Source: an optimization exercise on an open RTL-to-GDS flow (aim: small area). Production flows keep margins and buffers that such runs may drop.
Where RTL was checked, it was by simulation tests only, not by an equivalence proof against the original.
Function not checked in runs 1, 2, 4 and 5: the RTL went through the layout flow alone.
Power is estimated from default activity; no workload was simulated. The flow treats the clock pin as an ideal source, which a real chip does not have.

[flow/config.mk]
export PLATFORM = sky130hd
export DESIGN_NAME = branch_train_queue
export DESIGN_NICKNAME = branch_train_queue
export VERILOG_FILES = /design/flow/design.v
export SDC_FILE = /design/flow/constraint.sdc
export NUM_CORES = 4
export LEC_CHECK = 0
export CAP_MARGIN = 20
export CORE_MARGIN = 2
export CORE_UTILIZATION = 40
export SLEW_MARGIN = 20
export SYNTH_HIERARCHICAL = 1
export SYNTH_MINIMUM_KEEP_SIZE = 0
export BUFFER_PORTS_ARGS = -buffer_cell sky130_fd_sc_hd__buf_1
export CTS_ARGS = -sink_clustering_enable -repair_clock_nets -dont_use_dummy_load -buf_list {sky130_fd_sc_hd__clkbuf_4}
[flow/constraint.sdc]
create_clock -name core_clock -period 5.0 [get_ports {clk}]
set_input_delay 1.0000 -clock core_clock [delete_from_list [all_inputs] [get_ports {clk}]]
set_output_delay 1.0000 -clock core_clock [all_outputs]
set_load 0.01 [all_outputs]
[flow/design.v]
package branch_train_queue_pkg;
  localparam int DEF_DEPTH = 16;
  localparam int DEF_AW    = 32;
  function automatic int rec_w(input int aw);
    rec_w = 2 + 2 * aw;
  endfunction
  function automatic int off_target(input int aw);
    off_target = 0 * aw;
  endfunction
  function automatic int off_pc(input int aw);
    off_pc = aw;
  endfunction
  function automatic int off_taken(input int aw);
    off_taken = 2 * aw;
  endfunction
  function automatic int off_isbranch(input int aw);
    off_isbranch = 2 * aw + 1;
  endfunction
endpackage
module btq_bank #(
  parameter int DEPTH = 8,
  parameter int W     = 66
) (
  input  logic                     clk,
  input  logic                     we,
  input  logic [$clog2(DEPTH)-1:0] waddr,
  input  logic [W-1:0]             wdata,
  input  logic [DEPTH-1:0]         rsel,
  output logic [W-1:0]             rdata
);
  logic [W-1:0] mem [DEPTH];
  logic [DEPTH-1:0] col [W];
  always_ff @(posedge clk) begin
    if (we) mem[waddr] <= wdata;
  end
  for (genvar b = 0; b < W; b++) begin : g_rd
    for (genvar i = 0; i < DEPTH; i++) begin : g_e
      assign col[b][i] = mem[i][b];
    end
    btq_sel #(.N(DEPTH)) u_sel (.d(col[b]), .sel(rsel), .q(rdata[b]));
  end
endmodule
module btq_sel #(
  parameter int N = 8
) (
  input  logic [N-1:0] d,
  input  logic [N-1:0] sel,
  output logic         q
);
  logic [1:0] g_n;
  btq_aoi #(.N(3)) u_g0 (.d(d[2:0]), .sel(sel[2:0]), .y_n(g_n[0]));
  btq_aoi #(.N(3)) u_g1 (.d(d[5:3]), .sel(sel[5:3]), .y_n(g_n[1]));
  assign q = ~&g_n | |(d[7:6] & sel[7:6]);
endmodule
module btq_aoi #(
  parameter int N = 3
) (
  input  logic [N-1:0] d,
  input  logic [N-1:0] sel,
  output logic         y_n
);
  assign y_n = ~|(d & sel);
endmodule
module branch_train_queue #(
  parameter int DEPTH = branch_train_queue_pkg::DEF_DEPTH,
  parameter int AW    = branch_train_queue_pkg::DEF_AW
) (
  input  logic                       clk,
  input  logic                       rst,
  input  logic                       in_valid0,
  input  logic                       in_valid1,
  input  logic                       in_isbranch0,
  input  logic                       in_isbranch1,
  input  logic                       in_taken0,
  input  logic                       in_taken1,
  input  logic [AW-1:0]              in_pc0,
  input  logic [AW-1:0]              in_pc1,
  input  logic [AW-1:0]              in_target0,
  input  logic [AW-1:0]              in_target1,
  output logic                       in_ready,
  input  logic                       drain_en,
  output logic                       train_valid0,
  output logic                       train_valid1,
  output logic                       isbranch0,
  output logic                       isbranch1,
  output logic                       taken0,
  output logic                       taken1,
  output logic [AW-1:0]              address_branch0,
  output logic [AW-1:0]              address_branch1,
  output logic [AW-1:0]              address_result0,
  output logic [AW-1:0]              address_result1,
  output logic [$clog2(DEPTH):0]     count,
  output logic                       err_overflow
);
  localparam int PW  = $clog2(DEPTH);
  localparam int BW  = PW - 1;
  localparam int CW  = PW + 1;
  localparam int RW  = branch_train_queue_pkg::rec_w(AW);
  localparam int OTG = branch_train_queue_pkg::off_target(AW);
  localparam int OPC = branch_train_queue_pkg::off_pc(AW);
  localparam int OTK = branch_train_queue_pkg::off_taken(AW);
  localparam int OIB = branch_train_queue_pkg::off_isbranch(AW);
  logic [PW-1:0] wr_ptr, rd_ptr, out_ptr, out_ptr1;
  logic [CW-1:0] count_q;
  logic [1:0]    n_in, n_out;
  logic [RW-1:0] rec0, rec1, wdata_a, wdata_b, rdata_a, rdata_b, slot0, slot1;
  logic [PW-1:0] wr_ptr1;
  logic          we_a, we_b, sel0_a, sel0_b;
  logic [DEPTH/2-1:0] rsel_a, rsel_b;
  assign count    = count_q;
  assign in_ready = count_q <= CW'(DEPTH - 2);
  assign n_in     = in_ready ? ({1'b0, in_valid0} + {1'b0, in_valid1}) : 2'd0;
  always_comb begin
    n_out = 2'd0;
    if (drain_en) n_out = (count_q >= CW'(2)) ? 2'd2 : count_q[1:0];
  end
  assign rec0 = {in_isbranch0, in_taken0, in_pc0, in_target0};
  assign rec1 = {in_isbranch1, in_taken1, in_pc1, in_target1};
  assign wr_ptr1 = wr_ptr + PW'(1);
  assign sel0_a  = in_valid0 & ~wr_ptr[0];
  assign sel0_b  = in_valid0 &  wr_ptr[0];
  assign wdata_a = sel0_a ? rec0 : rec1;
  assign wdata_b = sel0_b ? rec0 : rec1;
  assign we_a    = (n_in == 2'd2) | ((n_in == 2'd1) & ~wr_ptr[0]);
  assign we_b    = (n_in == 2'd2) | ((n_in == 2'd1) &  wr_ptr[0]);
  btq_bank #(.DEPTH(DEPTH / 2), .W(RW)) u_bank_a (
    .clk   (clk),
    .we    (we_a),
    .waddr (wr_ptr1[PW-1:1]),
    .wdata (wdata_a),
    .rsel  (rsel_a),
    .rdata (rdata_a)
  );
  btq_bank #(.DEPTH(DEPTH / 2), .W(RW)) u_bank_b (
    .clk   (clk),
    .we    (we_b),
    .waddr (wr_ptr[PW-1:1]),
    .wdata (wdata_b),
    .rsel  (rsel_b),
    .rdata (rdata_b)
  );
  assign out_ptr1 = out_ptr + PW'(1);
  always_comb begin
    for (int i = 0; i < DEPTH / 2; i++) begin
      rsel_a[i] = out_ptr1[PW-1:1] == BW'(i);
      rsel_b[i] = out_ptr[PW-1:1] == BW'(i);
    end
  end
  assign slot0    = out_ptr[0] ? rdata_b : rdata_a;
  assign slot1    = out_ptr[0] ? rdata_a : rdata_b;
  assign isbranch0       = slot0[OIB];
  assign taken0          = slot0[OTK];
  assign address_branch0 = slot0[OPC +: AW];
  assign address_result0 = slot0[OTG +: AW];
  assign isbranch1       = slot1[OIB];
  assign taken1          = slot1[OTK];
  assign address_branch1 = slot1[OPC +: AW];
  assign address_result1 = slot1[OTG +: AW];
  always_ff @(posedge clk) begin
    if (rst) begin
      wr_ptr       <= '0;
      rd_ptr       <= '0;
      count_q      <= '0;
      err_overflow <= 1'b0;
      train_valid0 <= 1'b0;
      train_valid1 <= 1'b0;
    end else begin
      wr_ptr       <= wr_ptr + PW'(n_in);
      rd_ptr       <= rd_ptr + PW'(n_out);
      count_q      <= count_q + CW'(n_in) - CW'(n_out);
      train_valid0 <= n_out != 2'd0;
      train_valid1 <= n_out == 2'd2;
      if (!in_ready && (in_valid0 || in_valid1)) err_overflow <= 1'b1;
    end
  end
  always_ff @(posedge clk) begin
    if (n_out != 2'd0) out_ptr <= rd_ptr;
  end
endmodule
[flow/flow/run.sh]
#!/bin/bash
# Standard ORFS layout, with smaller port buffers and a clock tree without dummy loads.
set -e
cp standard.sh standard.sh.txt
cp config.mk config.mk.orig
cat >> config.mk <<'EOF'
export BUFFER_PORTS_ARGS = -buffer_cell sky130_fd_sc_hd__buf_1
export CTS_ARGS = -sink_clustering_enable -repair_clock_nets -dont_use_dummy_load -buf_list {sky130_fd_sc_hd__clkbuf_4}
EOF
bash standard.sh > standard.log 2>&1
[flow/standard.sh]
#!/bin/bash
# synth_recipe.tcl (not shown) runs the flow's synth.tcl, then flattens the netlist and writes it again
# the make line also repeats each setting of config.mk as NAME=value (left out here)
make -C /OpenROAD-flow-scripts/flow DESIGN_CONFIG=/design/flow/config.mk WORK_HOME=/design/flow/orfs CLKGATE_MAP_FILE= SYNTH_SCRIPT=/design/flow/synth_recipe.tcl "${@:-finish}"
==> results of run 1 <==
worst reg2reg max path, delay by kind of cell, from the launching register on:
| kind | cells | cell delay [ns] |
|---|---|---|
| adders and majority gates | 1 | 0.19 |
| and+or+nand+nor | 2 | 1.00 |
| DFF | 1 | 0.39 |
| AOI/OAI and AO/OA | 2 | 1.21 |
| buffers and inverters | 2 | 0.43 |
final cells by class:
cell class | count | share of cell area
Antenna cell | 6 | 0.000320
Sequential cell | 1076 | 0.685
Timing Repair Buffer | 354 | 0.0447
Clock buffer | 300 | 0.0480
Inverter | 18 | 0.00144
Multi-Input combinational cell | 915 | 0.184
Tap cell | 1368 | 0.0365
per-layer routing:
| metal | track usage | vias up | share of wire |
|---|---|---|---|
| met1 | 0.280 | 12418 | 0.41 |
| met2 | 0.354 | 1148 | 0.49 |
| met5 | 0 | - | 0.00030 |
| li1 | - | 10379 | - |
| met3 | 0.0444 | 165 | 0.079 |
| met4 | 0.0698 | 6 | 0.018 |
timing repair:
| item | CTS | global route |
|---|---|---|
| resized for setup | 2 | 3 |
| gates cloned | 1 | 0 |
| buffers inserted | 12 | 0 |
| setup endpoints to repair | 132 | 45 |
| pin swaps | 2 | 3 |
sequential cells by signal, summed over array words and instances, names as in the netlist:
register and count:
count_q 5, err_overflow 1, wr_ptr 4, rd_ptr 4, train_valid1 1, train_valid0 1
u_bank_b.mem 528, u_bank_a.mem 528, out_ptr 4
metrics by stage:
step | util | setup WS (ns) | power [mW] | area, um2 | cells
after floorplan | - | 0.164 | 16.2 | 41000 | 2042
after global placement | 0.438 | 0.644 | 19.7 | 44500 | 3717
after detailed placement | 0.438 | 0.602 | 19.9 | 44500 | 3717
after CTS | 0.462 | 0.00969 | 25.8 | 46900 | 4030
after global routing | 0.462 | 0.00412 | 26.9 | 46900 | 4034
final | 0.462 | 0.156 | 25.5 | 46900 | 4037
power breakdown:
| group | switching, mW | leakage, nW | internal, mW |
|---|---|---|---|
| clock network | 3.00 | 1.38 | 2.72 |
| logic | 5.61 | 3.85 | 3.22 |
| registers | 0.180 | 9.70 | 10.8 |
cell families after synthesis:
| logic type | Yosys count | share of synthesized area |
|---|---|---|
| buf+inv | 52 | 0.00856 |
| mux | 266 | 0.0769 |
| flops | 1076 | 0.786 |
| xor+xnor | 9 | 0.00193 |
| fa+ha+maj | 21 | 0.00715 |
| compound gates | 412 | 0.0912 |
| simple gates | 206 | 0.0286 |
final timing paths:
path | from | endpoint | slack (ns)
hold reg to reg | rd_ptr[0]$_SDFF_PP0_ | out_ptr[0]$_DFFE_PP_ | 0.45
hold / removal | in_pc1[7] | u_bank_b.mem[1][39]$_DFFE_PP_ | 0.26
setup / recovery | out_ptr[0]$_DFFE_PP_ | address_branch0[29] | 0.16
setup reg to reg | count_q[4]$_SDFF_PP0_ | u_bank_b.mem[7][17]$_DFFE_PP_ | 1.45
layout by cell type, fill, tap and decap left out, types with 3 or more instances in the layout:
| cell | count |
|---|---|
| sky130_fd_sc_hd__and4b_4 | 6 |
| sky130_fd_sc_hd__nand2_1 | 4 |
| sky130_fd_sc_hd__ha_1 | 17 |
| sky130_fd_sc_hd__fa_1 | 4 |
| sky130_fd_sc_hd__diode_2 | 6 |
| sky130_fd_sc_hd__a22oi_1 | 132 |
| sky130_fd_sc_hd__nor2_4 | 6 |
| sky130_fd_sc_hd__nor2b_1 | 7 |
| sky130_fd_sc_hd__nor3b_4 | 3 |
| sky130_fd_sc_hd__mux2_4 | 40 |
| sky130_fd_sc_hd__a21oi_1 | 6 |
| sky130_fd_sc_hd__buf_4 | 38 |
| sky130_fd_sc_hd__nor2_1 | 10 |
| sky130_fd_sc_hd__a222oi_1 | 264 |
| sky130_fd_sc_hd__o21ai_0 | 4 |
| sky130_fd_sc_hd__buf_1 | 277 |
| sky130_fd_sc_hd__dfxtp_1 | 16 |
| sky130_fd_sc_hd__inv_1 | 18 |
| sky130_fd_sc_hd__mux2_2 | 226 |
| sky130_fd_sc_hd__buf_12 | 38 |
| sky130_fd_sc_hd__nand3_1 | 134 |
| sky130_fd_sc_hd__xor2_1 | 5 |
| sky130_fd_sc_hd__and4bb_4 | 6 |
| sky130_fd_sc_hd__nand2b_1 | 4 |
| sky130_fd_sc_hd__and2_1 | 4 |
| sky130_fd_sc_hd__edfxtp_1 | 1060 |
| sky130_fd_sc_hd__xnor2_1 | 3 |
| sky130_fd_sc_hd__clkbuf_4 | 300 |
| sky130_fd_sc_hd__nor3_4 | 5 |
==> metrics.log, run 1 <==
[metrics] outcome: finished clean
[metrics] Final TNS setup: 0 ns
[metrics] number of max-cap violations: 0
[metrics] share of synthesized registers carrying an async set or reset: 0
[metrics] Critical Setup Path Class: reg -> out
[metrics] required time reported for the critical path endpoint: 4.00 ns
[metrics] RSZ-0062 raised after global routing: false
[metrics] library cell with the highest instance count after synthesis: sky130_fd_sc_hd__edfxtp_1
[metrics] Post-synth EDFFs: 1060
[metrics] count of cell types in the netlist: 41
[metrics] routability cong.: 0.720
[metrics] synthesized netlist net count: 2200
[metrics] Final #Nets: 2823
[metrics] clock latency at the later pin of the worst-skew pair: 1.14 ns
[metrics] number of DRC violations after detailed-routing iteration 0: 3363
[metrics] slew at the pin closest to its max-slew limit: 1.06 ns
[metrics] number of register bits inferred by synthesis: 1076
[metrics] worst hold-check path type: in -> reg
[metrics] share of synthesized area occupied by flip-flops and latches: 0.786
[metrics] WHS Path Cells: 2
[metrics] CTS tree: built
[metrics] PD cells: 543 mW/mm2
[metrics] top-area cell type share of the netlist area: 0.778
[metrics] Post-Syn Instances: 2042
[metrics] worst setup skew after layout: 0.0904 ns
[metrics] top cell type by total area after synthesis: sky130_fd_sc_hd__edfxtp_1
[metrics] buffer and inverter count on the worst path: 2
[metrics] Worst path max stage delay: 0.45 ns
[metrics] worst-path cell chain: ha_1, xor2_2, nand2_1, nor2_4, buf_12, a222oi_1, nand3_1, mux2_2, buf_1
[metrics] wire length of the first global-routing pass: 161 mm
[metrics] maximum clock path buffer count: 4
[metrics] Residual DRC: 0
[metrics] final-report max-slew violation count: 0
[metrics] number of antenna violations at the first check in global routing: 5
[metrics] CTS H-Tree Depth: 5
[metrics] largest cells by area after synthesis: sky130_fd_sc_hd__edfxtp_1 (78%), sky130_fd_sc_hd__a222oi_1 (6.5%), sky130_fd_sc_hd__mux2_2 (6.2%), sky130_fd_sc_hd__a22oi_1 (2.4%), sky130_fd_sc_hd__nand3_1 (1.6%)
[metrics] DP Wirelength: 61.2 mm
[metrics] number of rows created at floorplan: 117
[metrics] arrival time worst endpoint: 3.84 ns
[metrics] via density per instance: 5.97
[metrics] starting utilization of the core area: 0.403
[metrics] crit path max fanout: 66
[metrics] total area of multi-input combinational cells: 0.00865 mm2
[metrics] hold slack final: 0.258 ns
[metrics] Finish-stage setup viols: 0
[metrics] number of port buffers: 277
[metrics] final hold violations: 0
[metrics] Area Overhead vs Synth: 14.7%
[metrics] GRT Total Usage: 0.213
[metrics] fraction of layout cells with a size suffix above 1: 0.256
[metrics] highest clock rate: 0.206 GHz
[metrics] die outline area: 0.105 mm2
[metrics] crit end category: primary output
[metrics] Synth warnings: 10
[metrics] time the final worst path needs with I/O delays and setup: 4.84 ns
[metrics] Routed WL per cell: 27.9 um
[metrics] placeable core region: 0.102 mm2
[metrics] wirelength, routed: 113 mm
[metrics] total vias in the final route: 24116
[metrics] number of fill cells in the layout: 8782
[metrics] path depth of the worst reg2reg path: 7
[metrics] cell at the slowest stage of the critical path: sky130_fd_sc_hd__edfxtp_1
[metrics] dominant register cell in the synthesized netlist: sky130_fd_sc_hd__edfxtp_1
[metrics] clock root buffer: sky130_fd_sc_hd__clkbuf_4
[metrics] clock slew seen by the registers of the worst setup and hold paths: 0.07 ns
[metrics] CTS buffer count: 300
[metrics] cell leakage power: 14.9 nW
[metrics] Rel. slew slack: 0.287
[metrics] chip width: 324 um
[metrics] post-route ant nets: 0
[metrics] Cell Area, Synth: 0.0409 mm2
[metrics] die outline height: 324 um
[metrics] Avg Synthesized Cell Area: 20.0 um2
[metrics] overflow left after global routing: 0
[metrics] highest ir drop seen on vdd: 0.328 mV
[metrics] critical path's top delay family: simple AND/OR/NAND/NOR gates
[metrics] number of clock sinks seen by CTS: 1076
[metrics] sequential standard cell area: 0.0322 mm2
[metrics] number of stages on the worst setup path: 9
[metrics] # IOs: 278
[metrics] number of hold buffers added after cts: 0
[metrics] iteration count of the initial detailed-routing pass: 10
[metrics] CP Launch Type: flop
[metrics] pin count of the biggest net entering global routing: 71
[metrics] number of global-route vias before repair: 25035
[metrics] most instantiated cells after synthesis: sky130_fd_sc_hd__edfxtp_1 (1060), sky130_fd_sc_hd__a222oi_1 (264), sky130_fd_sc_hd__mux2_2 (226)
[metrics] part of the cycle the worst path needs: 0.969
==> run 2: changes to the inputs <==
==> flow/run.sh (new file) <==
#!/bin/bash
# synth_recipe.tcl (not shown) runs the flow's synth.tcl, then flattens the netlist and writes it again
# the make line also repeats each setting of config.mk as NAME=value (left out here)
make -C /OpenROAD-flow-scripts/flow DESIGN_CONFIG=/design/flow/config.mk WORK_HOME=/design/flow/orfs CLKGATE_MAP_FILE= SYNTH_SCRIPT=/design/flow/synth_recipe.tcl finish
==> flow/config.mk (replaced) <==
export PLATFORM = sky130hd
export DESIGN_NAME = branch_train_queue
export DESIGN_NICKNAME = branch_train_queue
export VERILOG_FILES = /design/flow/design.v
export SDC_FILE = /design/flow/constraint.sdc
export NUM_CORES = 4
export LEC_CHECK = 0
export CAP_MARGIN = 20
export CORE_MARGIN = 2
export CORE_UTILIZATION = 40
export CTS_BUF_LIST = sky130_fd_sc_hd__clkbuf_4
export SLEW_MARGIN = 20
export SYNTH_HIERARCHICAL = 1
export SYNTH_MINIMUM_KEEP_SIZE = 0
removed: flow/flow/run.sh
removed: flow/standard.sh
==> run 2 against run 1 <==
  * Critical path type unchanged
  * Largest cell class unchanged
  * Sequential cell count is the same
  * Hold slack gained 0.20 ns
  * Fmax shrank 0.93%
  * First-iteration DRC count shrank 1.8%
  * Still clean on timing, DRC and antenna
  * Highest routed layer unchanged
  * Core utilization grew 3.3 points
==> metrics.log, run 2 <==
[metrics] total vias in the final route: 24417
[metrics] commonest non-fill, non-tap cell in the layout: sky130_fd_sc_hd__edfxtp_1
[metrics] number of max-cap violations: 0
[metrics] least setup slack across all paths after layout: 0.110 ns
[metrics] final hold violations: 0
[metrics] number of DRC violations after detailed-routing iteration 0: 3303
[metrics] top cell type by total area after synthesis: sky130_fd_sc_hd__edfxtp_1
[metrics] GRT Total Usage: 0.216
[metrics] CP Launch Type: flop
[metrics] CTS H-Tree Depth: 5
[metrics] largest cells by area after synthesis: sky130_fd_sc_hd__edfxtp_1 (78%), sky130_fd_sc_hd__a222oi_1 (6.5%), sky130_fd_sc_hd__mux2_2 (6.2%), sky130_fd_sc_hd__a22oi_1 (2.4%), sky130_fd_sc_hd__nand3_1 (1.6%)
[metrics] pin count of the biggest net entering global routing: 67
[metrics] required time reported for the critical path endpoint: 4.00 ns
[metrics] overflow left after global routing: 0
[metrics] routability cong.: 0.707
[metrics] Cell Area, Synth: 0.0409 mm2
[metrics] critical hold path startpoint: rd_ptr[0]$_SDFF_PP0_
[metrics] Post-synth EDFFs: 1060
[metrics] library cell with the highest instance count after synthesis: sky130_fd_sc_hd__edfxtp_1
[metrics] minimum setup slack after placement: 0.521 ns
[metrics] final-report max-slew violation count: 0
[metrics] number of antenna violations at the first check in global routing: 5
[metrics] die outline area: 0.105 mm2
[metrics] Reg2Reg Launch Point: count_q[4]$_SDFF_PP0_
[metrics] biggest regs: u_bank_a.mem x528, u_bank_b.mem x528, count_q x5
[metrics] outcome: finished clean
[metrics] clock slew seen by the registers of the worst setup and hold paths: 0.06 ns
[metrics] share of synthesized area occupied by flip-flops and latches: 0.786
[metrics] slew at the pin closest to its max-slew limit: 0.879 ns
[metrics] number of global-route vias before repair: 25146
[metrics] synthesized netlist net count: 2200
[metrics] time the final worst path needs with I/O delays and setup: 4.89 ns
[metrics] arrival time worst endpoint: 3.89 ns
[metrics] Residual DRC: 0
[metrics] # IOs: 278
[metrics] post-route ant nets: 0
[metrics] CTS buffer count: 291
[metrics] Power, Total: 28.2 mW
[metrics] destination of the worst hold path: out_ptr[0]$_DFFE_PP_
[metrics] placeable core region: 0.102 mm2
[metrics] maximum clock path buffer count: 4
[metrics] wirelength, routed: 115 mm
[metrics] starting utilization of the core area: 0.403
[metrics] number of port buffers: 277
[metrics] capture instance of the worst register-to-register path: count_q[4]$_SDFF_PP0_
[metrics] buffer and inverter count on the worst path: 4
[metrics] most instantiated cells after synthesis: sky130_fd_sc_hd__edfxtp_1 (1060), sky130_fd_sc_hd__a222oi_1 (264), sky130_fd_sc_hd__mux2_2 (226)
[metrics] fraction of layout cells with a size suffix above 1: 0.287
[metrics] Post-Syn Instances: 2042
[metrics] CTS tree: built
[metrics] crit path max fanout: 29
[metrics] number of clock sinks seen by CTS: 1076
[metrics] clock latency at the later pin of the worst-skew pair: 1.17 ns
[metrics] Routed WL per cell: 27.2 um
[metrics] Final #Nets: 2842
[metrics] wire length of the first global-routing pass: 163 mm
[metrics] commonest cells after routing, fill and taps aside: sky130_fd_sc_hd__edfxtp_1 (1060), sky130_fd_sc_hd__clkbuf_4 (395), sky130_fd_sc_hd__a222oi_1 (264)
[metrics] number of cells in the finished layout apart from fillers: 4239
[metrics] part of the cycle the worst path needs: 0.978
[metrics] Area Overhead vs Synth: 22.8%
[metrics] share of synthesized registers carrying an async set or reset: 0
[metrics] worst hold-check path type: reg -> reg
[metrics] cell at the slowest stage of the critical path: sky130_fd_sc_hd__edfxtp_1
[metrics] die outline height: 324 um
[metrics] iteration count of the initial detailed-routing pass: 10
[metrics] Placed Cells: 3727
[metrics] DP Wirelength: 61.6 mm
[metrics] reg-to-reg setup timing slack: 1.77 ns
[metrics] critical path's top delay family: buffers and inverters
[metrics] number of register bits inferred by synthesis: 1076
[metrics] highest ir drop seen on vdd: 0.332 mV
[metrics] number of rows created at floorplan: 117
[metrics] Synth warnings: 10
[metrics] worst setup skew after layout: 0.0781 ns
[metrics] Critical Setup Path Class: reg -> out
[metrics] chip width: 324 um
[metrics] Worst path max stage delay: 0.51 ns
[metrics] count of cell types in the netlist: 41
[metrics] cell leakage power: 17.3 nW
[metrics] path depth of the worst reg2reg path: 10
[metrics] Rel. slew slack: 0.414
[metrics] worst-path cell chain: ha_4, xor2_1, buf_4, buf_12, nor3_4, buf_8, a222oi_1, nand3_1, mux2_2, clkdlybuf4s50_1
[metrics] clock root buffer: sky130_fd_sc_hd__clkbuf_4
[metrics] RSZ-0062 raised after global routing: true
[metrics] crit end category: primary output
[metrics] WHS Path Cells: 0
[metrics] via density per instance: 5.76
[metrics] Avg Synthesized Cell Area: 20.0 um2
[metrics] highest clock rate: 0.205 GHz
[metrics] Finish-stage setup viols: 0
[metrics] PD cells: 561 mW/mm2
[metrics] dominant register cell in the synthesized netlist: sky130_fd_sc_hd__edfxtp_1
[metrics] Final TNS setup: 0 ns
[metrics] top-area cell type share of the netlist area: 0.778
## run 2: cell count changes in the layout (fill, tap and decap cells not counted), moves of 6 or more
cell,before,now
sky130_fd_sc_hd__buf_1,277,0
sky130_fd_sc_hd__dlygate4sd2_1,0,69
sky130_fd_sc_hd__clkinv_2,0,6
sky130_fd_sc_hd__buf_4,38,46
sky130_fd_sc_hd__clkbuf_4,300,395
sky130_fd_sc_hd__dlymetal6s2s_1,0,57
sky130_fd_sc_hd__clkdlybuf4s50_1,0,147
sky130_fd_sc_hd__clkinv_1,0,68
sky130_fd_sc_hd__buf_6,1,10
## run 2: cell families after synthesis
| logic type | Yosys count | synth area share |
|---|---|---|
| compound gates | 412 | 0.0912 |
| mux | 266 | 0.0769 |
| xor+xnor | 9 | 0.00193 |
| fa+ha+maj | 21 | 0.00715 |
| simple gates | 206 | 0.0286 |
| flops | 1076 | 0.786 |
| buf+inv | 52 | 0.00856 |
## run 2: repair_timing
item | in CTS | in global routing
gates resized for setup | 105 | 76
hold buffers | 0 | 0
setup buffers | 20 | 7
setup endpoints to repair | 132 | 75
gates cloned | 4 | 1
pin swaps | 66 | 66
## run 2: per-stage QoR
step                      hold WS [ns]  utilization  area (um2)
after global routing             0.487        0.495       50300
final                            0.463        0.495       50300
after floorplan                  0.415            -       41000
after detailed placement         0.455        0.455       46300
after CTS                        0.475        0.492       50000
after global placement           0.437        0.455       46300
## run 2: worst max-delay path by stage
stage                    startpoint                             to  depth (start not counted)
6_report       out_ptr[0]$_DFFE_PP_            address_branch0[26]                         10
5_1_grt        out_ptr[0]$_DFFE_PP_            address_branch1[11]                         11
4_1_cts        out_ptr[1]$_DFFE_PP_            address_result0[22]                         12
3_5_place_dp              in_valid0  u_bank_a.mem[7][35]$_DFFE_PP_                          8
3_3_place_gp              in_valid0  u_bank_a.mem[7][49]$_DFFE_PP_                          8
2_1_floorplan             in_valid0   u_bank_a.mem[0][0]$_DFFE_PP_                          5
## run 2: final cells by class
| cell class | count | area, um2 |
|---|---|---|
| antenna | 3 | 7.51 |
| clock buffer | 395 | 2970 |
| clock inverter | 82 | 398 |
| fill | 8570 | 51300 |
| inverter | 18 | 67.6 |
| multi-input combinational | 916 | 8720 |
| sequential | 1076 | 32200 |
| tap | 1368 | 1710 |
| timing repair buffer | 381 | 4250 |
## run 2: power by group
part	switching (mW)	leakage, nW	internal, mW
registers	0.189	9.70	10.8
clock network	3.37	2.01	3.79
logic	5.65	5.58	4.45
total	9.21	17.3	19.0
## run 2: per-layer routing
metal / part of all wire / vias up / track usage
li1: - / 10583 / -
met1: 0.40 / 12451 / 0.283
met2: 0.49 / 1236 / 0.356
met3: 0.087 / 143 / 0.0504
met4: 0.020 / 4 / 0.0708
met5: 0.00023 / - / 0
==> run 3: changes to the inputs <==
--- a/flow/design.v
+++ b/flow/design.v
@@ -47,19 +47,7 @@
   input  logic [N-1:0] sel,
   output logic         q
 );
-  logic [1:0] g_n;
-  btq_aoi #(.N(3)) u_g0 (.d(d[2:0]), .sel(sel[2:0]), .y_n(g_n[0]));
-  btq_aoi #(.N(3)) u_g1 (.d(d[5:3]), .sel(sel[5:3]), .y_n(g_n[1]));
-  assign q = ~&g_n | |(d[7:6] & sel[7:6]);
-endmodule
-module btq_aoi #(
-  parameter int N = 3
-) (
-  input  logic [N-1:0] d,
-  input  logic [N-1:0] sel,
-  output logic         y_n
-);
-  assign y_n = ~|(d & sel);
+  assign q = |(d & sel);
 endmodule
 module branch_train_queue #(
   parameter int DEPTH = branch_train_queue_pkg::DEF_DEPTH,
--- a/flow/config.mk
+++ b/flow/config.mk
@@ -8,7 +8,6 @@
 export CAP_MARGIN = 20
 export CORE_MARGIN = 2
 export CORE_UTILIZATION = 40
-export CTS_BUF_LIST = sky130_fd_sc_hd__clkbuf_4
 export SLEW_MARGIN = 20
 export SYNTH_HIERARCHICAL = 1
 export SYNTH_MINIMUM_KEEP_SIZE = 0
==> run 3 against run 2 <==
  * Sequential power hardly changed
  * Register-to-register slack worse by 0.07 ns
  * Cell area fell by 0.30%
  * Synthesized area is 1.2% higher
  * Worst setup slack improved by 0.089 ns
  * Die area is 1.2% higher
  * Hold slack improved by 0.0021 ns
==> metrics.log, run 3 <==
[metrics] outcome: finished clean
[metrics] worst hold-check path type: reg -> reg
[metrics] number of register bits inferred by synthesis: 1076
[metrics] Critical Setup Path Class: reg -> out
[metrics] number of antenna violations at the first check in global routing: 2
[metrics] crit end category: primary output
[metrics] post-route ant nets: 0
[metrics] Synth warnings: 10
[metrics] final hold violations: 0
[metrics] # IOs: 278
[metrics] most instantiated cells after synthesis: sky130_fd_sc_hd__edfxtp_1 (1060), sky130_fd_sc_hd__a22oi_1 (528), sky130_fd_sc_hd__mux2_2 (226)
[metrics] commonest non-fill, non-tap cell in the layout: sky130_fd_sc_hd__edfxtp_1
[metrics] Routed WL per cell: 27.3 um
[metrics] part of the cycle the worst path needs: 0.960
[metrics] slew at the pin closest to its max-slew limit: 0.915 ns
[metrics] chip width: 326 um
[metrics] required time reported for the critical path endpoint: 4.00 ns
[metrics] cell leakage power: 15.7 nW
[metrics] capture instance of the worst register-to-register path: u_bank_b.mem[5][6]$_DFFE_PP_
[metrics] DP Wirelength: 60.4 mm
[metrics] biggest regs: u_bank_a.mem x528, u_bank_b.mem x528, count_q x5
[metrics] number of clock sinks seen by CTS: 1076
[metrics] Avg Synthesized Cell Area: 19.1 um2
[metrics] share of synthesized area occupied by flip-flops and latches: 0.776
[metrics] CTS tree: built
[metrics] highest ir drop seen on vdd: 0.522 mV
[metrics] number of DRC violations after detailed-routing iteration 0: 2465
[metrics] cell at the slowest stage of the critical path: sky130_fd_sc_hd__clkdlybuf4s50_1
[metrics] clock slew seen by the registers of the worst setup and hold paths: 0.06 ns
[metrics] share of synthesized registers carrying an async set or reset: 0
[metrics] Residual DRC: 0
[metrics] antenna diode instance count: 0
[metrics] dominant register cell in the synthesized netlist: sky130_fd_sc_hd__edfxtp_1
[metrics] largest cells by area after synthesis: sky130_fd_sc_hd__edfxtp_1 (77%), sky130_fd_sc_hd__a22oi_1 (9.6%), sky130_fd_sc_hd__mux2_2 (6.1%), sky130_fd_sc_hd__nand4_1 (2.0%), sky130_fd_sc_hd__mux2_4 (1.5%)
[metrics] CTS buffer count: 106
[metrics] GRT Total Usage: 0.202
[metrics] Power, Total: 28.7 mW
[metrics] number of hold buffers added after cts: 0
[metrics] maximum clock path buffer count: 3
[metrics] PD cells: 573 mW/mm2
[metrics] Area Overhead vs Synth: 21.0%
[metrics] worst-path cell chain: ha_1, xor2_2, nand2_1, nor2_4, buf_4, a22oi_1, nand4_1, mux2_2, clkdlybuf4s50_1
[metrics] top cell type by total area after synthesis: sky130_fd_sc_hd__edfxtp_1
[metrics] number of port buffers: 277
[metrics] arrival time worst endpoint: 3.80 ns
[metrics] die outline area: 0.106 mm2
[metrics] die outline height: 326 um
[metrics] clock root buffer: sky130_fd_sc_hd__clkbuf_16
[metrics] placeable core region: 0.103 mm2
[metrics] capture point of the critical path: isbranch1
[metrics] starting utilization of the core area: 0.402
[metrics] Worst path max stage delay: 0.54 ns
[metrics] routability cong.: 0.725
[metrics] time the final worst path needs with I/O delays and setup: 4.80 ns
[metrics] synthesized netlist net count: 2332
[metrics] number of global-route vias before repair: 23490
[metrics] iteration count of the initial detailed-routing pass: 5
[metrics] number of max-cap violations: 0
[metrics] buffer and inverter count on the worst path: 2
[metrics] clock latency at the later pin of the worst-skew pair: 0.69 ns
[metrics] critical path's top delay family: buffers and inverters
[metrics] count of cell types in the netlist: 41
[metrics] Reg2Reg Launch Point: count_q[4]$_SDFF_PP0_
[metrics] Setup crit start: out_ptr[0]$_DFFE_PP_
[metrics] path depth of the worst reg2reg path: 7
[metrics] CP Launch Type: flop
[metrics] wirelength, routed: 111 mm
[metrics] via density per instance: 5.76
[metrics] pin count of the biggest net entering global routing: 67
[metrics] Rel. slew slack: 0.385
[metrics] Post-synth EDFFs: 1060
[metrics] total vias in the final route: 23332
[metrics] Final #Nets: 2750
[metrics] final-report max-slew violation count: 0
[metrics] crit path max fanout: 23
[metrics] Finish-stage setup viols: 0
[metrics] hold slack final: 0.465 ns
[metrics] library cell with the highest instance count after synthesis: sky130_fd_sc_hd__edfxtp_1
[metrics] wire length of the first global-routing pass: 157 mm
[metrics] number of stages on the worst setup path: 9
[metrics] reg-to-reg setup timing slack: 1.70 ns
[metrics] Cell Area, Synth: 0.0414 mm2
[metrics] fraction of layout cells with a size suffix above 1: 0.191
[metrics] overflow left after global routing: 0
[metrics] Final TNS setup: 0 ns
[metrics] commonest cells after routing, fill and taps aside: sky130_fd_sc_hd__edfxtp_1 (1060), sky130_fd_sc_hd__a22oi_1 (528), sky130_fd_sc_hd__clkdlybuf4s50_1 (277)
[metrics] RSZ-0062 raised after global routing: false
[metrics] CTS H-Tree Depth: 3
[metrics] number of rows created at floorplan: 118
[metrics] top-area cell type share of the netlist area: 0.769
[metrics] worst setup skew after layout: 0.0300 ns
[metrics] highest clock rate: 0.208 GHz
[metrics] Post-Syn Instances: 2174
-- run 3: cell types whose count changed in the layout (fill, tap and decap cells not counted), sizes merged, moves of 2 or more --
cell and change:
diode -3, a222oi -264, clkdlybuf4s15 -2, clkinvlp +2
nand3 -132, nand4 +132, clkbuf -264, bufinv +5
dlymetal6s2s -57, clkdlybuf4s50 +130, buf -36, dlygate4sd2 -69
clkinv -33, a22oi +396
-- run 3: cell families after synthesis --
group / synth area share
XOR/XNOR: 0.00190
flip-flops: 0.776
AO/OA/AOI/OAI: 0.0981
buffers and inverters: 0.00846
AND/OR/NAND/NOR: 0.0323
adder cells (fa/ha/maj): 0.00707
multiplexers: 0.0759
-- run 3: timing repair --
item                                    CTS  global route
gates resized for setup                   1             7
endpoints found under the setup margin   39            61
setup buffers                             2             4
-- run 3: metrics by stage --
stage / instances / worst slack (ns) / utilization / cell area, um2
floorplan: 2174 / 0.164 / - / 41500
global placement: 3858 / 0.718 / 0.453 / 46700
detailed placement: 3858 / 0.647 / 0.453 / 46700
CTS: 4050 / 0.00659 / 0.486 / 50100
global route: 4054 / 0.0736 / 0.486 / 50100
finish: 4054 / 0.200 / 0.486 / 50100
-- run 3: layout make-up --
class / instances / area, um2
sequential: 1076 / 32200
inverter: 18 / 67.6
fill: 8513 / 52900
timing repair buffer: 344 / 3710
multi-input combinational: 1046 / 9140
clock buffer: 134 / 2760
tap: 1380 / 1730
clock inverter: 56 / 568
-- run 3: worst min path at each step --
stage / from / to / depth (start not counted)
6_report: rd_ptr[3]$_SDFF_PP0_ / out_ptr[3]$_DFFE_PP_ / 0
5_1_grt: rd_ptr[3]$_SDFF_PP0_ / out_ptr[3]$_DFFE_PP_ / 0
4_1_cts: rd_ptr[3]$_SDFF_PP0_ / out_ptr[3]$_DFFE_PP_ / 0
3_5_place_dp: rd_ptr[3]$_SDFF_PP0_ / out_ptr[3]$_DFFE_PP_ / 0
3_3_place_gp: rd_ptr[3]$_SDFF_PP0_ / out_ptr[3]$_DFFE_PP_ / 0
2_1_floorplan: rd_ptr[0]$_SDFF_PP0_ / out_ptr[0]$_DFFE_PP_ / 0
-- run 3: power breakdown --
group	total (mW)	internal, mW	leakage [nW]	switching (mW)
registers	11.0	10.8	9.70	0.190
clock network	7.60	4.33	1.61	3.27
logic	10.2	4.56	4.42	5.61
-- run 3: metal layers --
layer  global-route usage  share of wire  vias to the layer above
met1                0.266           0.42                    12112
met5                    0              0                        -
met3               0.0346          0.063                      143
met2                0.346           0.50                      881
li1                     -              -                    10196
met4               0.0541          0.019                        0
==> run 4: changes to the inputs <==
--- a/flow/design.v
+++ b/flow/design.v
@@ -47,7 +47,29 @@
   input  logic [N-1:0] sel,
   output logic         q
 );
-  assign q = |(d & sel);
+  logic [1:0] g_n;
+  btq_aoi #(.N(3)) u_g0 (.d(d[2:0]), .sel(sel[2:0]), .y_n(g_n[0]));
+  btq_aoi #(.N(3)) u_g1 (.d(d[5:3]), .sel(sel[5:3]), .y_n(g_n[1]));
+  assign q = ~&g_n | |(d[7:6] & sel[7:6]);
+endmodule
+module btq_aoi #(
+  parameter int N = 3
+) (
+  input  logic [N-1:0] d,
+  input  logic [N-1:0] sel,
+  output logic         y_n
+);
+  assign y_n = ~|(d & sel);
+endmodule
+module btq_swap (
+  input  logic s,
+  input  logic a,
+  input  logic b,
+  output logic y0,
+  output logic y1
+);
+  assign y0 = s ? b : a;
+  assign y1 = s ? a : b;
 endmodule
 module branch_train_queue #(
   parameter int DEPTH = branch_train_queue_pkg::DEF_DEPTH,
@@ -127,15 +149,23 @@
     .rsel  (rsel_b),
     .rdata (rdata_b)
   );
-  assign out_ptr1 = out_ptr + PW'(1);
+  assign out_ptr1 = rd_ptr - PW'(train_valid1);
+  assign out_ptr  = out_ptr1 - PW'(1);
   always_comb begin
     for (int i = 0; i < DEPTH / 2; i++) begin
       rsel_a[i] = out_ptr1[PW-1:1] == BW'(i);
       rsel_b[i] = out_ptr[PW-1:1] == BW'(i);
     end
   end
-  assign slot0    = out_ptr[0] ? rdata_b : rdata_a;
-  assign slot1    = out_ptr[0] ? rdata_a : rdata_b;
+  for (genvar b = 0; b < RW; b++) begin : g_swap
+    btq_swap u_swap (
+      .s  (out_ptr[0]),
+      .a  (rdata_a[b]),
+      .b  (rdata_b[b]),
+      .y0 (slot0[b]),
+      .y1 (slot1[b])
+    );
+  end
   assign isbranch0       = slot0[OIB];
   assign taken0          = slot0[OTK];
   assign address_branch0 = slot0[OPC +: AW];
@@ -161,7 +191,4 @@
       if (!in_ready && (in_valid0 || in_valid1)) err_overflow <= 1'b1;
     end
   end
-  always_ff @(posedge clk) begin
-    if (n_out != 2'd0) out_ptr <= rd_ptr;
-  end
 endmodule
==> flow/flow/run.sh (new file) <==
#!/bin/bash
# The standard ORFS layout (standard.sh), with three changes to how it is built:
#  - ports are buffered with the smallest buffer (buf_1) instead of a delay buffer,
#  - the clock tree uses clkbuf_16 with larger sink clusters and no dummy loads,
#  - everything else (synthesis, floorplan, placement, routing) is unchanged.
# Each tool's output goes to the ORFS logs under orfs/logs; make's own output to
# standard.log in this folder.
set -e
cat >> config.mk <<'EOF'
export BUFFER_PORTS_ARGS = -buffer_cell sky130_fd_sc_hd__buf_1
export CTS_ARGS = -sink_clustering_enable -repair_clock_nets -dont_use_dummy_load -buf_list {sky130_fd_sc_hd__clkbuf_16} -sink_clustering_size 30 -sink_clustering_max_diameter 100
EOF
bash standard.sh > standard.log 2>&1
==> flow/standard.sh (new file) <==
#!/bin/bash
# synth_recipe.tcl (not shown) runs the flow's synth.tcl, then flattens the netlist and writes it again
# the make line also repeats each setting of config.mk as NAME=value (left out here)
make -C /OpenROAD-flow-scripts/flow DESIGN_CONFIG=/design/flow/config.mk WORK_HOME=/design/flow/orfs CLKGATE_MAP_FILE= SYNTH_SCRIPT=/design/flow/synth_recipe.tcl "${@:-finish}"
--- a/flow/config.mk
+++ b/flow/config.mk
@@ -11,3 +11,5 @@
 export SLEW_MARGIN = 20
 export SYNTH_HIERARCHICAL = 1
 export SYNTH_MINIMUM_KEEP_SIZE = 0
+export BUFFER_PORTS_ARGS = -buffer_cell sky130_fd_sc_hd__buf_1
+export CTS_ARGS = -sink_clustering_enable -repair_clock_nets -dont_use_dummy_load -buf_list {sky130_fd_sc_hd__clkbuf_16} -sink_clustering_size 30 -sink_clustering_max_diameter 100
removed: flow/run.sh
==> run 4 against run 3 <==
  * Clock skew rose by 0.050 ns
  * Wire length increased by 1.2%
  * Sequential power hardly changed
  * Clock power decreased by 46%
  * Synthesized area down 2.2%
  * Count of clock-buffer cells in the layout down 90
  * Global-route usage grew 0.78 points
  * Register-to-register slack got worse by 0.06 ns
  * Hold slack gained 0.030 ns
  * Critical endpoint is now address_branch1[31]
  * Highest routed layer is now met5
==> metrics.log, run 4 <==
[metrics] final-report max-slew violation count: 0
[metrics] Power, Total: 29.2 mW
[metrics] commonest cells after routing, fill and taps aside: sky130_fd_sc_hd__edfxtp_1 (1056), sky130_fd_sc_hd__buf_1 (277), sky130_fd_sc_hd__a222oi_1 (264)
[metrics] cell leakage power: 14.0 nW
[metrics] number of antenna violations at the first check in global routing: 4
[metrics] pin count of the biggest net entering global routing: 56
[metrics] die outline height: 322 um
[metrics] placeable core region: 0.100 mm2
[metrics] worst setup skew after layout: 0.0802 ns
[metrics] Synth warnings: 10
[metrics] CTS tree: built
[metrics] biggest regs: u_bank_a.mem x528, u_bank_b.mem x528, count_q x5
[metrics] highest ir drop seen on vdd: 0.704 mV
[metrics] die outline area: 0.104 mm2
[metrics] Post-Syn Instances: 2026
[metrics] worst hold-check path type: reg -> reg
[metrics] fraction of layout cells with a size suffix above 1: 0.188
[metrics] RSZ-0062 raised after global routing: false
[metrics] Final #Nets: 2587
[metrics] wirelength, routed: 112 mm
[metrics] routability cong.: 0.735
[metrics] CTS buffer count: 44
[metrics] Rel. slew slack: 0.353
[metrics] slew at the pin closest to its max-slew limit: 0.970 ns
[metrics] total vias in the final route: 22910
[metrics] part of the cycle the worst path needs: 0.971
[metrics] time the final worst path needs with I/O delays and setup: 4.86 ns
[metrics] PD cells: 638 mW/mm2
[metrics] via density per instance: 6.05
[metrics] share of synthesized registers carrying an async set or reset: 0
[metrics] Residual DRC: 0
[metrics] Post-synth EDFFs: 1056
[metrics] outcome: finished clean
[metrics] wire length of the first global-routing pass: 158 mm
[metrics] CP Launch Type: flop
[metrics] iteration count of the initial detailed-routing pass: 9
[metrics] required time reported for the critical path endpoint: 4.00 ns
[metrics] DP Wirelength: 63.9 mm
[metrics] post-route ant nets: 0
[metrics] final core occ: 0.457
[metrics] GRT Total Usage: 0.210
[metrics] overflow left after global routing: 0
[metrics] number of clock sinks seen by CTS: 1072
[metrics] library cell with the highest instance count after synthesis: sky130_fd_sc_hd__edfxtp_1
[metrics] maximum clock path buffer count: 3
[metrics] clock slew seen by the registers of the worst setup and hold paths: 0.10 ns
[metrics] dominant register cell in the synthesized netlist: sky130_fd_sc_hd__edfxtp_1
[metrics] count of cell types in the netlist: 40
[metrics] Final TNS setup: 0 ns
[metrics] most instantiated cells after synthesis: sky130_fd_sc_hd__edfxtp_1 (1056), sky130_fd_sc_hd__a222oi_1 (264), sky130_fd_sc_hd__mux2_2 (264)
[metrics] # IOs: 278
[metrics] total area of multi-input combinational cells: 0.00869 mm2
[metrics] clock root buffer: sky130_fd_sc_hd__clkbuf_16
[metrics] final hold violations: 0
[metrics] share of synthesized area occupied by flip-flops and latches: 0.790
[metrics] largest cells by area after synthesis: sky130_fd_sc_hd__edfxtp_1 (78%), sky130_fd_sc_hd__mux2_2 (7.3%), sky130_fd_sc_hd__a222oi_1 (6.5%), sky130_fd_sc_hd__a22oi_1 (2.4%), sky130_fd_sc_hd__nand3_1 (1.7%)
[metrics] clock latency at the later pin of the worst-skew pair: 0.64 ns
[metrics] Finish-stage setup viols: 0
[metrics] Critical Setup Path Class: reg -> out
[metrics] CTS H-Tree Depth: 2
[metrics] synthesized netlist net count: 2186
[metrics] top cell type by total area after synthesis: sky130_fd_sc_hd__edfxtp_1
[metrics] number of max-cap violations: 0
[metrics] sequential standard cell area: 0.0320 mm2
[metrics] number of register bits inferred by synthesis: 1072
[metrics] Area Overhead vs Synth: 13.0%
[metrics] crit end category: primary output
[metrics] starting utilization of the core area: 0.404
[metrics] number of DRC violations after detailed-routing iteration 0: 3427
[metrics] number of port buffers: 277
[metrics] Avg Synthesized Cell Area: 20.0 um2
[metrics] total cell area at the placement stage: 0.0445 mm2
[metrics] commonest non-fill, non-tap cell in the layout: sky130_fd_sc_hd__edfxtp_1
[metrics] top-area cell type share of the netlist area: 0.783
[metrics] chip width: 322 um
[metrics] crit path max fanout: 12
[metrics] number of rows created at floorplan: 116
[metrics] highest clock rate: 0.206 GHz
[metrics] arrival time worst endpoint: 3.86 ns
[metrics] number of global-route vias before repair: 22897
[metrics] post-layout instance area: 0.0458 mm2
[metrics] Cell Area, Synth: 0.0405 mm2
[metrics] number of fill cells in the layout: 8579
[metrics] Routed WL per cell: 29.6 um
-- run 4: stage by stage --
stage | hold WS (ns) | std cells | setup WS [ns]
finish | 0.495 | 3784 | 0.143
global route | 0.525 | 3783 | 0.0385
CTS | 0.501 | 3776 | 0.0518
detailed placement | 0.480 | 3725 | 0.525
global placement | 0.471 | 3725 | 0.592
floorplan | 0.525 | 2026 | 0.0434
-- run 4: cell type report --
cell class	count	area share
flip-flops and latches	1072	0.700
multi-input cells	922	0.190
repair buffers	369	0.0477
well taps	1357	0.0371
clock buffers	44	0.0240
inverters	18	0.00156
diodes	2	0.000109
-- run 4: cells by family (layout without fill, tap and decap cells) --
family / after synthesis / in the layout / share of synthesized area
simple gates: 204 / 205 / 0.0281
fa+ha+maj: 23 / 23 / 0.00784
compound gates: 416 / 416 / 0.0932
other cells: 0 / 2 / 0
xor+xnor: 14 / 14 / 0.00361
mux: 264 / 264 / 0.0734
flops: 1072 / 1072 / 0.790
buf+inv: 33 / 431 / 0.00343
-- run 4: Yosys stat by module (local to each module, per instance), a selection --
module | cells | copies in the design | flops+latches | cell area [um2]
btq_swap | 2 | 66 | 0 | 22.5
branch_train_queue | 294 | 1 | 16 | 2840
-- run 4: repair_timing --
| item | in CTS | in global routing |
|---|---|---|
| setup buffers | 6 | 4 |
| gates resized for setup | 1 | 16 |
| gates cloned | 1 | 2 |
| endpoints found under the setup margin | 66 | 108 |
| hold buffers | 0 | 0 |
| pin swaps | 5 | 6 |
-- run 4: layer usage --
metal | GRT usage | wire, um
met4 | 0.0361 | 1810
met5 | 0 | 12
met1 | 0.286 | 46000
met2 | 0.367 | 56300
met3 | 0.0235 | 7700
-- run 4: final timing paths --
check / endpoint / slack, ns / depth (start not counted) / from
worst min-delay path: err_overflow$_SDFFE_PP0P_ / 0.49 / 1 / err_overflow$_SDFFE_PP0P_
worst max-delay path: address_branch1[31] / 0.14 / 13 / rd_ptr[0]$_SDFF_PP0_
worst max register to register: count_q[4]$_SDFF_PP0_ / 1.64 / 11 / count_q[2]$_SDFF_PP0_
worst min register to register: err_overflow$_SDFFE_PP0P_ / 0.49 / 1 / err_overflow$_SDFFE_PP0P_
-- run 4: worst max-delay path, cell delays in order (launching register included) --
cell                       delay (ns)
sky130_fd_sc_hd__dfxtp_2         0.34
sky130_fd_sc_hd__inv_1           0.06
sky130_fd_sc_hd__ha_4            0.17
sky130_fd_sc_hd__ha_4            0.28
sky130_fd_sc_hd__buf_6           0.15
sky130_fd_sc_hd__nand2_1         0.07
sky130_fd_sc_hd__xor3_2          0.27
sky130_fd_sc_hd__a22oi_2         0.33
sky130_fd_sc_hd__nor2_4          0.09
sky130_fd_sc_hd__buf_12          0.17
sky130_fd_sc_hd__a222oi_1        0.53
sky130_fd_sc_hd__nand3_1         0.32
sky130_fd_sc_hd__mux2_4          0.34
sky130_fd_sc_hd__buf_1           0.12
-- run 4: power by group --
group	leakage, nW	total (mW)	internal [mW]	switching [mW]
Sequential	9.66	10.9	10.7	0.169
Combinational	3.79	14.2	5.19	9.05
Clock	0.542	4.07	1.59	2.48
Total	14.0	29.2	17.5	11.7
==> run 5: changes to the inputs <==
--- a/flow/config.mk
+++ b/flow/config.mk
@@ -7,7 +7,7 @@
 export LEC_CHECK = 0
 export CAP_MARGIN = 20
 export CORE_MARGIN = 2
-export CORE_UTILIZATION = 40
+export CORE_UTILIZATION = 60
 export SLEW_MARGIN = 20
 export SYNTH_HIERARCHICAL = 1
 export SYNTH_MINIMUM_KEEP_SIZE = 0
==> run 5 against run 4 <==
  * Count of clock-buffer cells in the layout decreased by 3
  * Register-to-register slack improved by 0.22 ns
  * Synthesized cell count unchanged
  * Clock power decreased by 3%
  * Clock skew decreased by 0.039 ns
  * Hold slack improved by 0.0083 ns
  * Non-clock buffer count decreased by 8
  * Still clean
  * Sequential cell count unchanged
==> metrics.log, run 5 <==
[metrics] die outline area: 0.0696 mm2
[metrics] net switching power figure: 11.4 mW
[metrics] clock latency at the later pin of the worst-skew pair: 0.62 ns
[metrics] clock root buffer: sky130_fd_sc_hd__clkbuf_16
[metrics] clock slew seen by the registers of the worst setup and hold paths: 0.11 ns
[metrics] crit path max fanout: 33
[metrics] required time reported for the critical path endpoint: 4.00 ns
[metrics] crit end category: primary output
[metrics] highest ir drop seen on vdd: 0.722 mV
[metrics] fraction of layout cells with a size suffix above 1: 0.181
[metrics] highest clock rate: 0.208 GHz
[metrics] biggest regs: u_bank_a.mem x528, u_bank_b.mem x528, count_q x5
[metrics] number of fill cells in the layout: 4526
[metrics] Post-synth EDFFs: 1056
[metrics] CP Launch Type: flop
[metrics] proportion of power drawn by the clock network: 0.137
[metrics] Power, Total: 28.7 mW
[metrics] combinational fraction of design power: 0.484
[metrics] share of synthesized area occupied by flip-flops and latches: 0.790
[metrics] number of antenna violations at the first check in global routing: 7
[metrics] number of DRC violations after detailed-routing iteration 0: 3985
[metrics] DP Wirelength: 57.3 mm
[metrics] Rel. slew slack: 0.284
[metrics] cell internal power dissipation: 17.4 mW
[metrics] RSZ-0062 raised after global routing: false
[metrics] CTS buffer count: 41
[metrics] number of port buffers: 277
[metrics] largest cells by area after synthesis: sky130_fd_sc_hd__edfxtp_1 (78%), sky130_fd_sc_hd__mux2_2 (7.3%), sky130_fd_sc_hd__a222oi_1 (6.5%), sky130_fd_sc_hd__a22oi_1 (2.4%), sky130_fd_sc_hd__nand3_1 (1.7%)
[metrics] # IOs: 278
[metrics] top cell type by total area after synthesis: sky130_fd_sc_hd__edfxtp_1
[metrics] outcome: finished clean
[metrics] number of global-route vias before repair: 23422
[metrics] CTS tree: built
[metrics] final core occ: 0.673
[metrics] Finish-stage setup viols: 0
[metrics] top-area cell type share of the netlist area: 0.783
[metrics] final-report max-slew violation count: 0
[metrics] hold slack final: 0.503 ns
[metrics] overflow left after global routing: 0
[metrics] part of the cycle the worst path needs: 0.963
[metrics] starting utilization of the core area: 0.604
[metrics] count of cell types in the netlist: 40
[metrics] CTS H-Tree Depth: 2
[metrics] Residual DRC: 0
[metrics] die outline height: 264 um
[metrics] routability cong.: 0.751
[metrics] Final TNS setup: 0 ns
[metrics] wire length of the first global-routing pass: 154 mm
[metrics] final hold violations: 0
[metrics] post-route ant nets: 0
[metrics] dominant register cell in the synthesized netlist: sky130_fd_sc_hd__edfxtp_1
[metrics] PD cells: 637 mW/mm2
[metrics] arrival time worst endpoint: 3.81 ns
[metrics] Worst path max stage delay: 0.50 ns
[metrics] maximum clock path buffer count: 3
[metrics] time the final worst path needs with I/O delays and setup: 4.81 ns
[metrics] worst hold-check path type: reg -> reg
[metrics] placeable core region: 0.0670 mm2
[metrics] most instantiated cells after synthesis: sky130_fd_sc_hd__edfxtp_1 (1056), sky130_fd_sc_hd__a222oi_1 (264), sky130_fd_sc_hd__mux2_2 (264)
[metrics] number of max-cap violations: 0
[metrics] cell leakage power: 13.9 nW
[metrics] pin count of the biggest net entering global routing: 67
[metrics] Sw Ratio: 0.396
[metrics] number of rows created at floorplan: 95
[metrics] GRT Total Usage: 0.303
[metrics] slew at the pin closest to its max-slew limit: 1.07 ns
[metrics] Avg Synthesized Cell Area: 20.0 um2
[metrics] Area Overhead vs Synth: 11.3%
[metrics] Seq pwr share: 0.378
[metrics] Post-Syn Instances: 2026
[metrics] iteration count of the initial detailed-routing pass: 10
[metrics] cell at the slowest stage of the critical path: sky130_fd_sc_hd__a222oi_1
[metrics] Final #Nets: 2575
[metrics] Synth warnings: 10
[metrics] total vias in the final route: 23379
[metrics] chip width: 264 um
[metrics] worst-path cell chain: inv_1, ha_4, ha_4, buf_6, nand2_1, xor3_2, a22oi_2, nor2_4, buf_6, a222oi_1, nand3_1, mux2_2, buf_1
[metrics] Cell Area, Synth: 0.0405 mm2
[metrics] Critical Setup Path Class: reg -> out
[metrics] worst setup skew after layout: 0.0414 ns
[metrics] synthesized netlist net count: 2186
[metrics] Routed WL per cell: 32.6 um
[metrics] wirelength, routed: 107 mm
[metrics] number of register bits inferred by synthesis: 1072
[metrics] commonest cells after routing, fill and taps aside: sky130_fd_sc_hd__edfxtp_1 (1056), sky130_fd_sc_hd__buf_1 (277), sky130_fd_sc_hd__a222oi_1 (264)
[metrics] number of hold buffers added after cts: 0
[metrics] library cell with the highest instance count after synthesis: sky130_fd_sc_hd__edfxtp_1
[metrics] number of clock sinks seen by CTS: 1072
[metrics] share of synthesized registers carrying an async set or reset: 0
[metrics] via density per instance: 7.11
[metrics] commonest non-fill, non-tap cell in the layout: sky130_fd_sc_hd__edfxtp_1
==> run 5: cell count changes in the layout (fill, tap and decap cells not counted), moves of 3 or more <==
cell	change
sky130_fd_sc_hd__nand3_1	+4
sky130_fd_sc_hd__nand3_2	-4
sky130_fd_sc_hd__buf_4	-17
sky130_fd_sc_hd__buf_12	+7
sky130_fd_sc_hd__clkbuf_16	-3
==> run 5: what timing repair did <==
action                     4_1_cts  5_1_grt
resized for setup                0       11
buffers inserted                 2        4
setup endpoints to repair       95       96
gates cloned                     0        3
pin swaps                        1        3
==> run 5: kinds of logic (layout without fill, tap and decap cells) <==
group	after synthesis	after routing	share of synthesized area
buffers and inverters	33	420	0.00343
adders and majority gates	23	23	0.00784
AOI/OAI and AO/OA	416	416	0.0932
muxes	264	264	0.0734
xor gates and xnor gates	14	14	0.00361
and+or+nand+nor	204	204	0.0281
other	0	4	0
DFF	1072	1072	0.790
==> run 5: stage by stage <==
stage	worst slack, ns	area [um2]	instances
finish	0.187	45100	3290
global route	0.0664	45100	3289
CTS	0.00879	45000	3279
detailed placement	0.553	43900	3236
global placement	0.559	43900	3236
floorplan	0.0434	40700	2026
==> run 5: worst paths after layout <==
kind	start	endpoint	slack, ns	depth (start not counted)
worst max-delay path	rd_ptr[0]$_SDFF_PP0_	address_result0[11]	0.19	13
worst min-delay path	err_overflow$_SDFFE_PP0P_	err_overflow$_SDFFE_PP0P_	0.50	1
worst max register to register	count_q[2]$_SDFF_PP0_	count_q[4]$_SDFF_PP0_	1.86	11
worst min register to register	err_overflow$_SDFFE_PP0P_	err_overflow$_SDFFE_PP0P_	0.50	1
==> run 5: cell type report <==
| cell class | instances | area, um2 | share of cell area |
|---|---|---|---|
| inverters | 18 | 71.3 | 0.00158 |
| clock buffers | 41 | 1030 | 0.0227 |
| flip-flops and latches | 1072 | 32000 | 0.710 |
| well taps | 873 | 1090 | 0.0242 |
| diodes | 4 | 10.0 | 0.000222 |
| repair buffers | 361 | 2220 | 0.0492 |
| multi-input cells | 921 | 8660 | 0.192 |
==> run 5: power by group through the flow <==
stage | Sequential [mW] | Combinational (mW) | Clock (mW)
floorplan | 11.1 | 8.04 | 0
global placement | 11.0 | 13.3 | 0
detailed placement | 11.1 | 13.5 | 0
CTS | 10.9 | 13.6 | 3.99
global route | 10.9 | 14.8 | 4.28
finish | 10.9 | 13.9 | 3.95
==> run 5: routing by layer <==
layer / GRT usage / up-vias / part of all wire
li1: - / 9746 / -
met1: 0.425 / 12138 / 0.39
met2: 0.513 / 1369 / 0.50
met3: 0.0442 / 120 / 0.098
met4: 0.0627 / 6 / 0.018
met5: 0 / - / 0.00045
==> run 5: worst max-delay path, delay by kind of cell, from the launching register on <==
family | cells | cell delay [ns]
XOR/XNOR | 1 | 0.26
AND/OR/NAND/NOR | 3 | 0.36
buffers and inverters | 4 | 0.60
multiplexers | 1 | 0.29
flip-flops | 1 | 0.35
adder cells (fa/ha/maj) | 2 | 0.45
AO/OA/AOI/OAI | 2 | 0.83
==> run 5: Yosys stat by module, one instance, submodules excluded, excerpt <==
module	flip-flops and latches	times used	cells inside	area (um2)
branch_train_queue	16	1	294	2840
btq_swap	0	66	2	22.5
==> run 6: changes to the inputs <==
--- a/flow/design.v
+++ b/flow/design.v
@@ -63,13 +63,27 @@
 endmodule
 module btq_swap (
   input  logic s,
+  input  logic s_n,
   input  logic a,
   input  logic b,
   output logic y0,
   output logic y1
 );
-  assign y0 = s ? b : a;
-  assign y1 = s ? a : b;
+  assign y0 = ~((s & b) | (s_n & a));
+  assign y1 = ~((s & a) | (s_n & b));
+endmodule
+module btq_wsel (
+  input  logic sa0,
+  input  logic sa1,
+  input  logic sb0,
+  input  logic sb1,
+  input  logic d0,
+  input  logic d1,
+  output logic qa_n,
+  output logic qb_n
+);
+  assign qa_n = ~((sa0 & d0) | (sa1 & d1));
+  assign qb_n = ~((sb0 & d0) | (sb1 & d1));
 endmodule
 module branch_train_queue #(
   parameter int DEPTH = branch_train_queue_pkg::DEF_DEPTH,
@@ -129,8 +143,18 @@
   assign wr_ptr1 = wr_ptr + PW'(1);
   assign sel0_a  = in_valid0 & ~wr_ptr[0];
   assign sel0_b  = in_valid0 &  wr_ptr[0];
-  assign wdata_a = sel0_a ? rec0 : rec1;
-  assign wdata_b = sel0_b ? rec0 : rec1;
+  for (genvar b = 0; b < RW; b++) begin : g_wsel
+    btq_wsel u_wsel (
+      .sa0  (sel0_a),
+      .sa1  (~sel0_a),
+      .sb0  (sel0_b),
+      .sb1  (~sel0_b),
+      .d0   (rec0[b]),
+      .d1   (rec1[b]),
+      .qa_n (wdata_a[b]),
+      .qb_n (wdata_b[b])
+    );
+  end
   assign we_a    = (n_in == 2'd2) | ((n_in == 2'd1) & ~wr_ptr[0]);
   assign we_b    = (n_in == 2'd2) | ((n_in == 2'd1) &  wr_ptr[0]);
   btq_bank #(.DEPTH(DEPTH / 2), .W(RW)) u_bank_a (
@@ -160,6 +184,7 @@
   for (genvar b = 0; b < RW; b++) begin : g_swap
     btq_swap u_swap (
       .s  (out_ptr[0]),
+      .s_n(~out_ptr[0]),
       .a  (rdata_a[b]),
       .b  (rdata_b[b]),
       .y0 (slot0[b]),
--- a/flow/config.mk
+++ b/flow/config.mk
@@ -5,10 +5,10 @@
 export SDC_FILE = /design/flow/constraint.sdc
 export NUM_CORES = 4
 export LEC_CHECK = 0
-export CAP_MARGIN = 20
+export CAP_MARGIN = 0
 export CORE_MARGIN = 2
 export CORE_UTILIZATION = 60
-export SLEW_MARGIN = 20
+export SLEW_MARGIN = 0
 export SYNTH_HIERARCHICAL = 1
 export SYNTH_MINIMUM_KEEP_SIZE = 0
 export BUFFER_PORTS_ARGS = -buffer_cell sky130_fd_sc_hd__buf_1
==> run 6 against run 5 <==
  * Still clean
  * Global-route usage is 2.2 points higher
  * Cell count is 0.12% higher
  * Synthesized cell count is 0.49% lower
  * Cell area is 2.0% lower
  * Combinational power hardly changed
  * Via count is 4.8% higher
  * Register-to-register slack worse by 0.14 ns
  * Largest cell class unchanged
  * Highest routed layer is now met4
==> metrics.log, run 6 <==
[metrics] number of hold buffers added after cts: 0
[metrics] largest cells by area after synthesis: sky130_fd_sc_hd__edfxtp_1 (80%), sky130_fd_sc_hd__a22oi_1 (7.5%), sky130_fd_sc_hd__a222oi_1 (6.7%), sky130_fd_sc_hd__nand3_1 (1.7%), sky130_fd_sc_hd__dfxtp_1 (0.81%)
[metrics] number of clock sinks seen by CTS: 1072
[metrics] CTS tree: built
[metrics] arrival time worst endpoint: 3.84 ns
[metrics] Sw Ratio: 0.415
[metrics] time the final worst path needs with I/O delays and setup: 4.84 ns
[metrics] library cell with the highest instance count after synthesis: sky130_fd_sc_hd__edfxtp_1
[metrics] cell internal power dissipation: 16.9 mW
[metrics] Post-synth EDFFs: 1056
[metrics] maximum clock path buffer count: 3
[metrics] Cell Area, Synth: 0.0395 mm2
[metrics] most instantiated cells after synthesis: sky130_fd_sc_hd__edfxtp_1 (1056), sky130_fd_sc_hd__a22oi_1 (396), sky130_fd_sc_hd__a222oi_1 (264)
[metrics] number of global-route vias before repair: 23672
[metrics] top-area cell type share of the netlist area: 0.803
[metrics] Critical Setup Path Class: reg -> out
[metrics] Finish-stage setup viols: 0
[metrics] number of DRC violations after detailed-routing iteration 0: 4567
[metrics] final hold violations: 0
[metrics] via density per instance: 7.44
[metrics] Residual DRC: 0
[metrics] CTS H-Tree Depth: 2
[metrics] crit path max fanout: 50
[metrics] clock latency at the later pin of the worst-skew pair: 0.62 ns
[metrics] total vias in the final route: 24492
[metrics] number of fill cells in the layout: 4382
[metrics] die outline height: 261 um
[metrics] crit end category: primary output
[metrics] part of the cycle the worst path needs: 0.967
[metrics] clock slew seen by the registers of the worst setup and hold paths: 0.11 ns
[metrics] pin count of the biggest net entering global routing: 93
[metrics] cell leakage power: 13.5 nW
[metrics] Area Overhead vs Synth: 12.0%
[metrics] number of rows created at floorplan: 94
[metrics] worst hold-check path type: reg -> reg
[metrics] worst setup skew after layout: 0.0233 ns
[metrics] overflow left after global routing: 0
[metrics] share of synthesized area occupied by flip-flops and latches: 0.811
[metrics] highest clock rate: 0.207 GHz
[metrics] PD cells: 652 mW/mm2
[metrics] post-route ant nets: 0
[metrics] GRT Total Usage: 0.324
[metrics] required time reported for the critical path endpoint: 4.00 ns
[metrics] iteration count of the initial detailed-routing pass: 8
[metrics] Seq pwr share: 0.381
[metrics] Final #Nets: 2589
[metrics] number of max-cap violations: 0
[metrics] outcome: finished clean
[metrics] clock root buffer: sky130_fd_sc_hd__clkbuf_16
[run 6: cell types whose count changed after synthesis, sizes merged, moves of 3 or more]
cell and delta:
a22oi +263, inv +3, mux2 -264, nor2 -4
buf -11, o22ai +6, nand2 -4
[run 6: power by group through the flow]
stage                     clock (mW)  sequential, mW  combinational (mW)
after floorplan                    0            11.2                7.71
after global placement             0            11.2                13.3
after detailed placement           0            11.2                13.5
after CTS                       4.02            11.0                13.6
after global routing            4.30            11.0                14.7
final                           3.97            11.0                13.9
[run 6: final timing paths]
path / cells after the start / from / slack, ns / end
setup / recovery: 9 / train_valid1$_SDFF_PP0_ / 0.16 / address_result1[11]
hold / removal: 1 / err_overflow$_SDFFE_PP0P_ / 0.50 / err_overflow$_SDFFE_PP0P_
setup reg to reg: 4 / wr_ptr[0]$_SDFF_PP0_ / 1.72 / u_bank_a.mem[2][11]$_DFFE_PP_
hold reg to reg: 1 / err_overflow$_SDFFE_PP0P_ / 0.50 / err_overflow$_SDFFE_PP0P_
[run 6: worst max-delay path, cell delays in order (launching register included)]
cell and delay [ns]:
sky130_fd_sc_hd__dfxtp_1 0.42, sky130_fd_sc_hd__ha_4 0.18, sky130_fd_sc_hd__nor3b_4 0.33, sky130_fd_sc_hd__xor2_4 0.16, sky130_fd_sc_hd__nor3_4 0.88, sky130_fd_sc_hd__buf_12 0.43
sky130_fd_sc_hd__a222oi_1 0.14, sky130_fd_sc_hd__nand3_1 0.31, sky130_fd_sc_hd__a22oi_1 0.14, sky130_fd_sc_hd__buf_1 0.18
[run 6: final cells by class]
cell class	count	area [um2]	share of cell area
well taps	864	1080	0.0244
repair buffers	372	2290	0.0518
flip-flops and latches	1072	32000	0.724
inverters	21	81.3	0.00184
clock buffers	41	1030	0.0232
multi-input cells	921	7700	0.174
diodes	3	7.51	0.000170
[run 6: routing by layer]
metal,vias up,GRT usage,part of all wire
met4,0,0.0803,0.021
met3,139,0.0437,0.11
met1,12620,0.472,0.38
met5,-,0.000712,0
met2,1692,0.529,0.49
li1,10041,-,-
[run 6: Yosys stat by module (local to each module, per instance), excerpt]
| module | flops+latches | cells | copies in the design | cell area (um2) |
|---|---|---|---|---|
| branch_train_queue | 16 | 152 | 1 | 1310 |
| btq_swap | 0 | 2 | 66 | 15.0 |
| btq_wsel | 0 | 2 | 66 | 15.0 |
[run 6: timing repair]
item,in CTS,in global routing
gates resized for setup,4,5
setup buffers,0,3
pin swaps,1,3
endpoints found under the setup margin,126,120
[run 6: per-stage QoR]
stage               setup slack (ns)  total power, mW  setup TNS (ns)  hold slack (ns)  cells
floorplan                     0.0283             18.9               0            0.525   2016
global route                -0.00383             30.1        -0.00383            0.526   3294
CTS                           0.0243             28.6               0            0.506   3288
global placement               0.547             24.5               0            0.467   3247
detailed placement             0.450             24.7               0            0.484   3247
finish                         0.163             28.9               0            0.497   3294
[run 6: cells by family after synthesis]
group	after synthesis	share of synthesized area
compound gates	682	0.146
xor+xnor	13	0.00345
fa+ha+maj	23	0.00805
buf+inv	23	0.00219
flops	1072	0.811
simple gates	203	0.0292
